What follows belongs to an exercise in optimizing a design on an open flow for small area, a short achievable clock period and few clock cycles; a production flow would make more cautious choices. Only simulation tests tie the RTL to the original design; equivalence was not proved. No activity file was given, so power comes from the tool's default toggle rates.

## design/flow/run.sh

```bash
#!/bin/bash
# synth_recipe.tcl (not shown) runs the flow's synth.tcl, then flattens the netlist and writes it again
# the make line also repeats each setting of config.mk as NAME=value (left out here)
make -C /OpenROAD-flow-scripts/flow DESIGN_CONFIG=/design/flow/config.mk WORK_HOME=/design/flow/orfs CLKGATE_MAP_FILE= SYNTH_SCRIPT=/design/flow/synth_recipe.tcl finish
```

## design/flow/config.mk

```make
export PLATFORM = sky130hd
export DESIGN_NAME = dcache_nway
export DESIGN_NICKNAME = dcache_nway
export VERILOG_FILES = /design/flow/design.v
export SDC_FILE = /design/flow/constraint.sdc
export NUM_CORES = 4
export LEC_CHECK = 0
export CAP_MARGIN = 20
export CORE_MARGIN = 2
export CORE_UTILIZATION = 40
export SLEW_MARGIN = 20
```

## design/flow/constraint.sdc

```tcl
create_clock -name core_clock -period 11.0 [get_ports {CLK}]
set_input_delay 2.2000 -clock core_clock [delete_from_list [all_inputs] [get_ports {CLK}]]
set_output_delay 2.2000 -clock core_clock [all_outputs]
set_load 0.01 [all_outputs]
```

## design/flow/design.v

```verilog
module dcache_nway #(
  parameter int unsigned SETS          = 8,
  parameter int unsigned WAYS          = 2,
  parameter int unsigned WORDS_PER_BLK = 2,
  parameter logic [31:0] HITCNT_ADDR   = 32'h00003100
) (
  input  logic        CLK,
  input  logic        nRST,
  input  logic        halt,
  input  logic        dmemREN,
  input  logic        dmemWEN,
  input  logic [31:0] dmemaddr,
  input  logic [31:0] dmemstore,
  output logic        dhit,
  output logic [31:0] dmemload,
  output logic        flushed,
  output logic        dREN,
  output logic        dWEN,
  output logic [31:0] daddr,
  output logic [31:0] dstore,
  input  logic [31:0] dload,
  input  logic        dwait
);
  localparam int unsigned BW  = $clog2(WORDS_PER_BLK);
  localparam int unsigned IW  = $clog2(SETS);
  localparam int unsigned TW  = 30 - BW - IW;
  localparam int unsigned BWS = (BW > 0) ? BW : 1;
  localparam int unsigned WWS = (WAYS > 1) ? $clog2(WAYS) : 1;
  localparam logic [BWS-1:0] LAST_WORD = BWS'(WORDS_PER_BLK - 1);
  localparam logic [WWS-1:0] LAST_WAY  = WWS'(WAYS - 1);
  localparam logic [IW-1:0]  LAST_SET  = IW'(SETS - 1);
  typedef enum logic [2:0] {IDLE, WB, FILL, HALT, FLUSHED} state_e;
  logic unused_hitcnt_addr;
  assign unused_hitcnt_addr = ^HITCNT_ADDR;
  logic [31:0]    data_q  [SETS][WAYS][WORDS_PER_BLK];
  logic [TW-1:0]  tag_q   [SETS][WAYS];
  logic [WWS-1:0] age_q   [SETS][WAYS];
  logic           valid_q [SETS][WAYS];
  logic           dirty_q [SETS][WAYS];
  state_e         state_q, state_d;
  logic [BWS-1:0] word_q, word_d;
  logic [WWS-1:0] victim_q, victim_d, hway_q, hway_d;
  logic [IW-1:0]  ridx_q, ridx_d, hset_q, hset_d;
  logic [TW-1:0]  rtag_q, rtag_d;
  logic [BWS-1:0] req_off;
  logic [IW-1:0]  req_idx;
  logic [TW-1:0]  req_tag;
  logic           req_v, hit, found, halt_dirty;
  logic [WWS-1:0] hit_way, vict_way;
  logic           hit_wr, lru_upd, fill_wr, fill_last, halt_inval;
  assign req_off = BWS'((dmemaddr >> 2) & 32'(WORDS_PER_BLK - 1));
  assign req_idx = IW'(dmemaddr >> (2 + BW));
  assign req_tag = TW'(dmemaddr >> (2 + BW + IW));
  assign req_v   = dmemREN ^ dmemWEN;
  function automatic logic [31:0] blk_addr(input logic [TW-1:0] t, input logic [IW-1:0] s,
                                           input logic [BWS-1:0] w);
    blk_addr = {t, s, w[BW-1:0], 2'b00};
  endfunction
  always_comb begin
    hit      = 1'b0;
    hit_way  = '0;
    found    = 1'b0;
    vict_way = '0;
    for (int unsigned w = 0; w < WAYS; w++) begin
      if (valid_q[req_idx][w] && tag_q[req_idx][w] == req_tag) begin
        hit     = 1'b1;
        hit_way = WWS'(w);
      end
      if (!found && !valid_q[req_idx][w]) begin
        found    = 1'b1;
        vict_way = WWS'(w);
      end
    end
    if (!found)
      for (int unsigned w = 0; w < WAYS; w++)
        if (age_q[req_idx][w] == LAST_WAY) vict_way = WWS'(w);
  end
  always_comb begin
    state_d    = state_q;
    word_d     = word_q;
    victim_d   = victim_q;
    ridx_d     = ridx_q;
    rtag_d     = rtag_q;
    hset_d     = hset_q;
    hway_d     = hway_q;
    dhit       = 1'b0;
    dmemload   = '0;
    flushed    = 1'b0;
    dREN       = 1'b0;
    dWEN       = 1'b0;
    daddr      = '0;
    dstore     = '0;
    hit_wr     = 1'b0;
    lru_upd    = 1'b0;
    fill_wr    = 1'b0;
    fill_last  = 1'b0;
    halt_inval = 1'b0;
    halt_dirty = valid_q[hset_q][hway_q] && dirty_q[hset_q][hway_q];
    unique case (state_q)
      IDLE: begin
        if (halt) begin
          state_d = HALT;
          word_d  = '0;
          hset_d  = '0;
          hway_d  = '0;
        end else if (req_v) begin
          if (hit) begin
            dhit    = 1'b1;
            lru_upd = 1'b1;
            if (dmemREN) dmemload = data_q[req_idx][hit_way][req_off];
            else         hit_wr   = 1'b1;
          end else begin
            ridx_d   = req_idx;
            rtag_d   = req_tag;
            victim_d = vict_way;
            word_d   = '0;
            state_d  = (valid_q[req_idx][vict_way] && dirty_q[req_idx][vict_way]) ? WB : FILL;
          end
        end
      end
      WB: begin
        dWEN   = 1'b1;
        daddr  = blk_addr(tag_q[ridx_q][victim_q], ridx_q, word_q);
        dstore = data_q[ridx_q][victim_q][word_q];
        if (!dwait) begin
          word_d = word_q + 1'b1;
          if (word_q == LAST_WORD) begin
            word_d  = '0;
            state_d = FILL;
          end
        end
      end
      FILL: begin
        dREN  = 1'b1;
        daddr = blk_addr(rtag_q, ridx_q, word_q);
        if (!dwait) begin
          fill_wr = 1'b1;
          word_d  = word_q + 1'b1;
          if (word_q == LAST_WORD) begin
            fill_last = 1'b1;
            word_d    = '0;
            state_d   = IDLE;
          end
        end
      end
      HALT: begin
        if (halt_dirty) begin
          dWEN   = 1'b1;
          daddr  = blk_addr(tag_q[hset_q][hway_q], hset_q, word_q);
          dstore = data_q[hset_q][hway_q][word_q];
        end
        if (!halt_dirty || !dwait) begin
          word_d = word_q + 1'b1;
          if (word_q == LAST_WORD) begin
            word_d     = '0;
            halt_inval = 1'b1;
            hway_d     = hway_q + 1'b1;
            if (hway_q == LAST_WAY) begin
              hway_d = '0;
              hset_d = hset_q + 1'b1;
              if (hset_q == LAST_SET) begin
                hset_d = '0;
                state_d = FLUSHED;
              end
            end
          end
        end
      end
      FLUSHED: flushed = 1'b1;
      default: state_d = IDLE;
    endcase
  end
  always_ff @(posedge CLK or negedge nRST) begin
    if (!nRST) begin
      state_q  <= IDLE;
      word_q   <= '0;
      victim_q <= '0;
      ridx_q   <= '0;
      rtag_q   <= '0;
      hset_q   <= '0;
      hway_q   <= '0;
    end else begin
      state_q  <= state_d;
      word_q   <= word_d;
      victim_q <= victim_d;
      ridx_q   <= ridx_d;
      rtag_q   <= rtag_d;
      hset_q   <= hset_d;
      hway_q   <= hway_d;
    end
  end
  always_ff @(posedge CLK or negedge nRST) begin
    if (!nRST) begin
      for (int unsigned s = 0; s < SETS; s++)
        for (int unsigned w = 0; w < WAYS; w++) begin
          valid_q[s][w] <= 1'b0;
          dirty_q[s][w] <= 1'b0;
          tag_q[s][w]   <= '0;
          age_q[s][w]   <= WWS'(w);
        end
    end else begin
      if (lru_upd)
        for (int unsigned w = 0; w < WAYS; w++)
          if (WWS'(w) == hit_way) age_q[req_idx][w] <= '0;
          else if (age_q[req_idx][w] < age_q[req_idx][hit_way])
            age_q[req_idx][w] <= age_q[req_idx][w] + 1'b1;
      if (hit_wr) dirty_q[req_idx][hit_way] <= 1'b1;
      if (fill_last) begin
        valid_q[ridx_q][victim_q] <= 1'b1;
        dirty_q[ridx_q][victim_q] <= 1'b0;
        tag_q[ridx_q][victim_q]   <= rtag_q;
      end
      if (halt_inval) begin
        valid_q[hset_q][hway_q] <= 1'b0;
        dirty_q[hset_q][hway_q] <= 1'b0;
      end
    end
  end
  always_ff @(posedge CLK) begin
    if (hit_wr)       data_q[req_idx][hit_way][req_off] <= dmemstore;
    else if (fill_wr) data_q[ridx_q][victim_q][word_q]  <= dload;
  end
endmodule
```

==> reports/summary.txt, run 1 <==
drt total wl: 362000 microns
HP Class: reg2reg
nets: 6141
Slew Limit Fails: 0
share of the synthesized area in the top cell type: 0.365
gr ovfl total: 0
highest routed layer: met5
post-CTS setup buffers: 0
proportion of layout cells with a drive suffix above 1: 0.300
drt first-iter violations: 11900
highest clock rate: 99.0 MHz
Post-synth EDFFs: 1024
1st-pass router iterations: 8
Worst Skew: 46.6 ps
TNS Setup: 0 ps
CP Data Required Time: 8800 ps
Max-slew headroom: 0.0779
fin crit share: 0.918
first-pass GRT wire length: 499000 microns
vias per cell: 7.26
crit end category: output port
vias in the first global route: 62900
P per Cell Area: 135 nW/um^2
top-count cell post-synth: edfxtp_1
Synth Area per Inst: 14.1 sq um
worst r2r src: tag_q[5][19]
core area: 210000 sq um
CTS root buf: clkbuf_16
metal3 WL: 54600 microns
die area: 214000 sq um
initial antenna violation count: 22
IO Port Bufs: 197
reg2reg setup slack: 4780 ps
Syn Inst Count: 5958
Hold Path End: tag_q[1][20]
Hold Vio Cnt, Final: 0
mapped cell area: 84300 sq um
Synth Area in Simple Gates: 0.0536
Worst Tran Pin Value: 1380 ps
Seq/Total Area, Yosys: 0.514
main combinational cell family by area after synthesis: multiplexers
Die Span Y: 463 microns
Area growth, synth to finish: 13.9%
Hold Path Depth: 1
DPL Wire Length: 205000 microns
Total GRT Usage: 0.328
post-synthesis compound-gate area fraction: 0.109
hold buffer count at cts: 0
CP Cell Sequence: buf_6, buf_4, mux2i_1, nor2_1, or4_1, a2111oi_2, nand2_1, or2_4, buf_12, mux4_2, nor2_1, a211oi_1, clkdlybuf4s50_1
Placer Congestion: 0.928
clk sinks: 1526
htree depth: 4
PostCTS Resize Cnt: 0
run status: no timing/DRC/antenna violations
Synth cell types: 97
cell mode on critical path: nor2_1
CTS Buf Count: 167
min Tclk post-route: 10100 ps
largest net degree at the start of global routing: 177
top cells by area, synth: edfxtp_1 36%, mux4_2 17%, dfrtp_1 15%
crit path kind: in2out
Layout Utilization: 0.458
# IOs: 202
commonest cells in the netlist: 1024 x edfxtp_1, 638 x mux4_2, 517 x mux2_2, 494 x dfrtp_1, 419 x mux2i_1
DRC: 0
final hold slack: 508 ps
fraction of registers with async set/reset: 0.329
post-synthesis mux area share: 0.290
adder-cell area share of the yosys netlist: 0.000297
antenna viol nets, final: 0
wire length per cell: 40.2 microns
Hold Path Origin: tag_q[1][20]
Longest Clk Path Bufs: 3
LEAKAGE: 0.0338 uW
YS warnings: 5
WP data arrival: 7900 ps
slowest cell on the critical path: a2111oi_2
later-pin clock latency in the skew report: 840 ps
# setup viols final: 0
Synth Area in XOR/XNOR: 0.00333
site row count: 168
Synth area leader: edfxtp_1
Most used DFF post-synth: edfxtp_1
CP max FO: 50
Worst setup SP type: primary input
Max Cap Violations: 0
initial core utilization: 0.402
met1 wire length: 128000 microns
worst reg2reg endpoint: data_q[24][22]
RSZ-0062 raised after global routing: no
CTS tree: yes
met2 routed WL: 153000 microns
#FFs+latches synth: 1526
R2R depth: 13
worst vdd ir: 157 uV
CTS clk-pin slew, worst paths: 60 ps
DR vias: 65300
die width: 463 microns
CP max stage delay: 1070 ps
==> stage by stage <==
step / total power [uW] / setup slack, ps / cell area [sq um] / std cells
final: 13000 / 900 / 96000 / 8991
after global routing: 13300 / 925 / 96000 / 8976
after global placement: 7340 / 1090 / 90300 / 8660
after CTS: 13000 / 1110 / 95800 / 8964
after detailed placement: 7350 / 1110 / 90300 / 8663
after floorplan: 6940 / 3490 / 84300 / 5959
==> layer usage <==
metal,up-vias,global-route usage
met1,33300,0.425
li1,24600,-
met3,1475,0.119
met2,5919,0.471
met4,16,0.195
met5,-,0
==> area by class of cell <==
| cell class | count | area [sq um] |
|---|---|---|
| multi-input combinational | 3849 | 39200 |
| inverter | 36 | 146 |
| clock buffer | 216 | 4600 |
| fill | 18500 | 114000 |
| timing repair buffer | 457 | 4370 |
| antenna | 17 | 42.5 |
| sequential | 1526 | 43300 |
| tap | 2805 | 3510 |
| clock inverter | 85 | 867 |
==> state kept, by name (all words and copies together) (netlist names) <==
name / count
data_q: 1024
victim_q: 1
word_q: 1
hset_q: 3
age_q: 16
dirty_q: 16
hway_q: 1
ridx_q: 3
state_q: 3
valid_q: 16
tag_q: 416
rtag_q: 26
==> power breakdown <==
group | switching [uW] | internal, uW | total (uW)
Clock | 2470 | 3240 | 5710
Combinational | 671 | 418 | 1090
Sequential | 35.4 | 6150 | 6180
==> critical path, delay by kind of cell <==
family / cells / cell delay [ps]
buffers and inverters: 4 / 1810
AND/OR/NAND/NOR: 5 / 1610
AO/OA/AOI/OAI: 2 / 1570
multiplexers: 2 / 620
==> placed cells by master (no fill, tap or decap), types with 116 or more instances in the layout <==
| cell type | synthesis | layout |
|---|---|---|
| a21oi_1 | 199 | 199 |
| a221oi_1 | 155 | 155 |
| a22o_1 | 124 | 124 |
| a22oi_1 | 240 | 240 |
| buf_4 | 24 | 225 |
| clkbuf_16 | 0 | 172 |
| clkdlybuf4s50_1 | 0 | 190 |
| dfrtp_1 | 494 | 486 |
| edfxtp_1 | 1024 | 1024 |
| mux2_2 | 517 | 517 |
| mux2i_1 | 419 | 419 |
| mux4_2 | 638 | 638 |
| nand2_1 | 404 | 377 |
| nand3_1 | 164 | 163 |
| nor2_1 | 210 | 148 |
| o22ai_1 | 116 | 116 |
==> kinds of logic after synthesis <==
group           count (synthesis)
mux                          1581
flops                        1526
compound gates               1241
simple gates                  991
buf+inv                       584
xor+xnor                       32
fa+ha+maj                       2
other cells                     1
==> worst max-delay path by stage <==
stage                startpoint            to  slack (ps)
floorplan           dmemaddr[4]  data_q[1][0]        3490
finish              dmemaddr[5]  dmemload[27]         900
global route        dmemaddr[5]  dmemload[15]         930
CTS                 dmemaddr[5]  dmemload[15]        1110
detailed placement  dmemaddr[5]  dmemload[15]        1110
global placement    dmemaddr[5]  dmemload[15]        1090
Testbench counts, summed over its fixed seeds: cycles 77,344.
==> run 2: changes to the inputs <==
==> design/flow/design.v (replaced) <==
module dcache_nway #(
  parameter int unsigned SETS          = 8,
  parameter int unsigned WAYS          = 2,
  parameter int unsigned WORDS_PER_BLK = 2,
  parameter logic [31:0] HITCNT_ADDR   = 32'h00003100,
  parameter int unsigned LINES         = 2
) (
  input  logic        CLK,
  input  logic        nRST,
  input  logic        halt,
  input  logic        dmemREN,
  input  logic        dmemWEN,
  input  logic [31:0] dmemaddr,
  input  logic [31:0] dmemstore,
  output logic        dhit,
  output logic [31:0] dmemload,
  output logic        flushed,
  output logic        dREN,
  output logic        dWEN,
  output logic [31:0] daddr,
  output logic [31:0] dstore,
  input  logic [31:0] dload,
  input  logic        dwait
);
  localparam int unsigned IW = $clog2(LINES);
  localparam int unsigned TW = 30 - IW;
  logic [31:0]   data_q  [LINES];
  logic [TW-1:0] tag_q   [LINES];
  logic          valid_q [LINES];
  logic [IW-1:0] idx;
  logic [TW-1:0] tag;
  logic          hit, done;
  assign idx  = dmemaddr[IW+1:2];
  assign tag  = dmemaddr[31:IW+2];
  assign hit  = valid_q[idx] && (tag_q[idx] == tag);
  assign dREN     = dmemREN && !hit;
  assign dWEN     = dmemWEN;
  assign daddr    = {dmemaddr[31:2], 2'b00};
  assign dstore   = dmemstore;
  assign done     = (dREN || dWEN) && !dwait;
  assign dhit     = (dmemREN && hit) || done;
  assign dmemload = hit ? data_q[idx] : dload;
  always_ff @(posedge CLK or negedge nRST) begin
    if (!nRST) begin
      flushed <= 1'b0;
      for (int unsigned i = 0; i < LINES; i++) valid_q[i] <= 1'b0;
    end else begin
      flushed <= halt;
      if (done) valid_q[idx] <= 1'b1;
    end
  end
  always_ff @(posedge CLK) begin
    if (done) begin
      tag_q[idx]  <= tag;
      data_q[idx] <= dmemWEN ? dmemstore : dload;
    end
  end
endmodule
--- a/design/flow/config.mk
+++ b/design/flow/config.mk
@@ -7,5 +7,5 @@
 export LEC_CHECK = 0
 export CAP_MARGIN = 20
-export CORE_MARGIN = 2
-export CORE_UTILIZATION = 40
+export CORE_AREA = 5 5 105 105
+export DIE_AREA = 0 0 110 110
 export SLEW_MARGIN = 20
==> run 2 against run 1 <==
Still clean on timing, DRC and antenna; setup slack improved by 2400 ps; global-route usage fell by 10 points; sequential power fell by 91%; critical path depth fell by 4; critical path type unchanged; critical endpoint is now dmemload[28]; largest cell class unchanged; highest routed layer is now met4.
==> reports/summary.txt, run 2 <==
run status: no timing/DRC/antenna violations
Largest Register: data_q
LEAKAGE: 0.00296 uW
mapped cell area: 6140 sq um
P per Cell Area: 164 nW/um^2
R2R depth: 8
htree depth: 4
PostCTS Resize Cnt: 0
CTS clk-pin slew, worst paths: 60 ps
commonest cells in the netlist: 122 x edfxtp_1, 82 x mux2_2, 66 x buf_4, 28 x mux2i_1, 26 x xnor2_1
RSZ-0062 raised after global routing: no
antenna viol nets, final: 0
Synth area leader: edfxtp_1
Hold Vio Cnt, Final: 0
wire length per cell: 19.8 microns
Die Span Y: 110 microns
core area: 9770 sq um
CTS Buf Count: 17
# setup viols final: 0
vias in the first global route: 3915
top-count cell post-synth: edfxtp_1
Power, Total: 1380 uW
Most used DFF post-synth: edfxtp_1
die width: 110 microns
crit path kind: in2out
HP Class: reg2reg
Hold Path End: valid_q[1]
nets: 632
die area: 12100 sq um
CTS root buf: clkbuf_8
later-pin clock latency in the skew report: 510 ps
commonest non-fill, non-tap cell in the layout: clkdlybuf4s50_1
CTS tree: yes
gr ovfl total: 0
most frequent cells in the layout: 196 x clkdlybuf4s50_1, 122 x edfxtp_1, 82 x mux2_2
TNS Setup: 0 ps
clk sinks: 125
Syn Inst Count: 389
proportion of layout cells with a drive suffix above 1: 0.227
WP data arrival: 5520 ps
Worst Tran Pin Value: 1030 ps
fin crit share: 0.701
Placer Congestion: 0.732
drt first-iter violations: 129
top flop regs: data_q (64), tag_q (58), valid_q (2)
Slew Limit Fails: 0
initial core utilization: 0.628
worst vdd ir: 114 uV
Max-slew headroom: 0.315
# IOs: 202
#FFs+latches synth: 125
CP Data Required Time: 8800 ps
worst r2r src: tag_q[0][10]
Synth Area per Inst: 15.8 sq um
site row count: 36
Hold Path Depth: 2
initial antenna violation count: 0
fraction of registers with async set/reset: 0.0240
first-pass GRT wire length: 20100 microns
largest net degree at the start of global routing: 70
Longest Clk Path Bufs: 2
share of the synthesized area in the top cell type: 0.597
Post-synth EDFFs: 122
Area growth, synth to finish: 36.9%
top cells by area, synth: edfxtp_1 60%, mux2_2 15%, buf_4 8.1%
DRC: 0
hold buffer count at cts: 0
1st-pass router iterations: 4
reg2reg setup slack: 8000 ps
# diodes: 0
IO Port Bufs: 197
min Tclk post-route: 7720 ps
Hold Path Origin: valid_q[1]
DR vias: 3606
post-CTS setup buffers: 0
Total GRT Usage: 0.227
crit end category: output port
YS warnings: 2
Seq/Total Area, Yosys: 0.609
drt total wl: 13400 microns
worst reg2reg endpoint: data_q[0][7]
vias per cell: 5.33
Worst Skew: 8.85 ps
DPL Wire Length: 8680 microns
CP max FO: 69
fillcell total: 484
highest clock rate: 130 MHz
Max Cap Violations: 0
Synth cell types: 28
Worst setup SP type: primary input
max reg flops: 64
-- run 2: stage by stage --
step / instance area, sq um / std cells / setup WS [ps] / hold slack, ps / util
6_report: 8400 / 676 / 3280 / 508 / 0.860
5_1_grt: 8400 / 676 / 3030 / 536 / 0.860
4_1_cts: 8400 / 676 / 3260 / 507 / 0.860
3_5_place_dp: 7740 / 644 / 3300 / 474 / 0.792
3_3_place_gp: 7740 / 644 / 3330 / 470 / 0.792
2_1_floorplan: 6140 / 390 / 2680 / 440 / -
-- run 2: kinds of logic (layout without fill, tap and decap cells) --
logic type / count (synthesis) / in the layout / synth area share
flip-flops: 125 / 125 / 0.609
multiplexers: 124 / 124 / 0.222
buffers and inverters: 82 / 235 / 0.0980
XOR/XNOR: 30 / 30 / 0.0428
AND/OR/NAND/NOR: 20 / 20 / 0.0212
AO/OA/AOI/OAI: 7 / 7 / 0.00673
other: 1 / 2 / 0.000611
-- run 2: where the power goes --
part	internal, uW	switching (uW)	total, uW
Sequential	571	10.3	581
Combinational	104	76.9	181
Clock	415	200	615
-- run 2: area by class of cell --
| class | count | area, sq um | share of cell area |
|---|---|---|---|
| flip-flops and latches | 125 | 3740 | 0.445 |
| repair buffers | 202 | 2010 | 0.239 |
| multi-input cells | 183 | 1830 | 0.218 |
| clock buffers | 18 | 418 | 0.0497 |
| clock inverters | 14 | 243 | 0.0289 |
| well taps | 133 | 166 | 0.0198 |
| inverters | 1 | 3.75 | 0.000447 |
-- run 2: how the worst max path moves through the flow --
stage,from,endpoint,slack (ps),cells after the start
floorplan,dmemaddr[2],data_q[1][0],2680,11
global placement,dmemaddr[2],dmemload[12],3330,9
detailed placement,dmemaddr[2],dmemload[10],3300,9
CTS,dmemaddr[2],dmemload[10],3260,9
global route,dmemaddr[2],dmemload[28],3030,9
finish,dmemaddr[2],dmemload[28],3280,9
-- run 2: metal layers --
metal / GRT usage / vias to the layer above / share of wire
met4: 0.0953 / 0 / 0.016
met5: 0 / - / 0
met1: 0.262 / 1743 / 0.39
li1: - / 1688 / -
met3: 0.0588 / 17 / 0.073
met2: 0.399 / 158 / 0.52
-- run 2: worst max-delay path, stage by stage --
cell and delay, ps:
buf_4 760, mux2i_1 340, xnor2_1 120, nor4_1 390, nand4_1 220, nor4_4 210, buf_4 340, mux2_1 360
clkdlybuf4s50_1 510
Testbench counts of run 2, summed over its fixed seeds: cycles 47,132.

[separate check: timing with driven ports]
The flow's constraints put no driver on any port. The routed layouts listed below were extracted and timed again, unchanged, in two steps. Step 1 (the two cells are an assumption about what drives the block):
set clk [get_ports {CLK}]
set_driving_cell -lib_cell sky130_fd_sc_hd__clkbuf_16 $clk
set_driving_cell -lib_cell sky130_fd_sc_hd__buf_2 [delete_from_list [all_inputs] $clk]
Step 2 times the ports against the registers' clock, not the clock port: input delays grow and output delays shrink by t, the midpoint of the rising clock arrivals with the driver on. a / b / c = ideal / step 1 / step 2; a / b = the first two.
| run | t (ns) | setup WS [ns] | worst setup path after step 2 | worst register clock-pin slew, ns |
|---|---|---|---|---|
| run 1 | 0.909 | 0.900 / 0.854 / 0.854 | input to output | 0.07 / 0.07 |
| run 2 | 0.541 | 3.284 / 3.255 / 3.255 | input to output | 0.06 / 0.06 |
After both steps setup and hold are still met in every run listed. The setup slack of run 1, which loses most, moves by -0.046 ns with the drivers and by -0.046 ns with both steps.
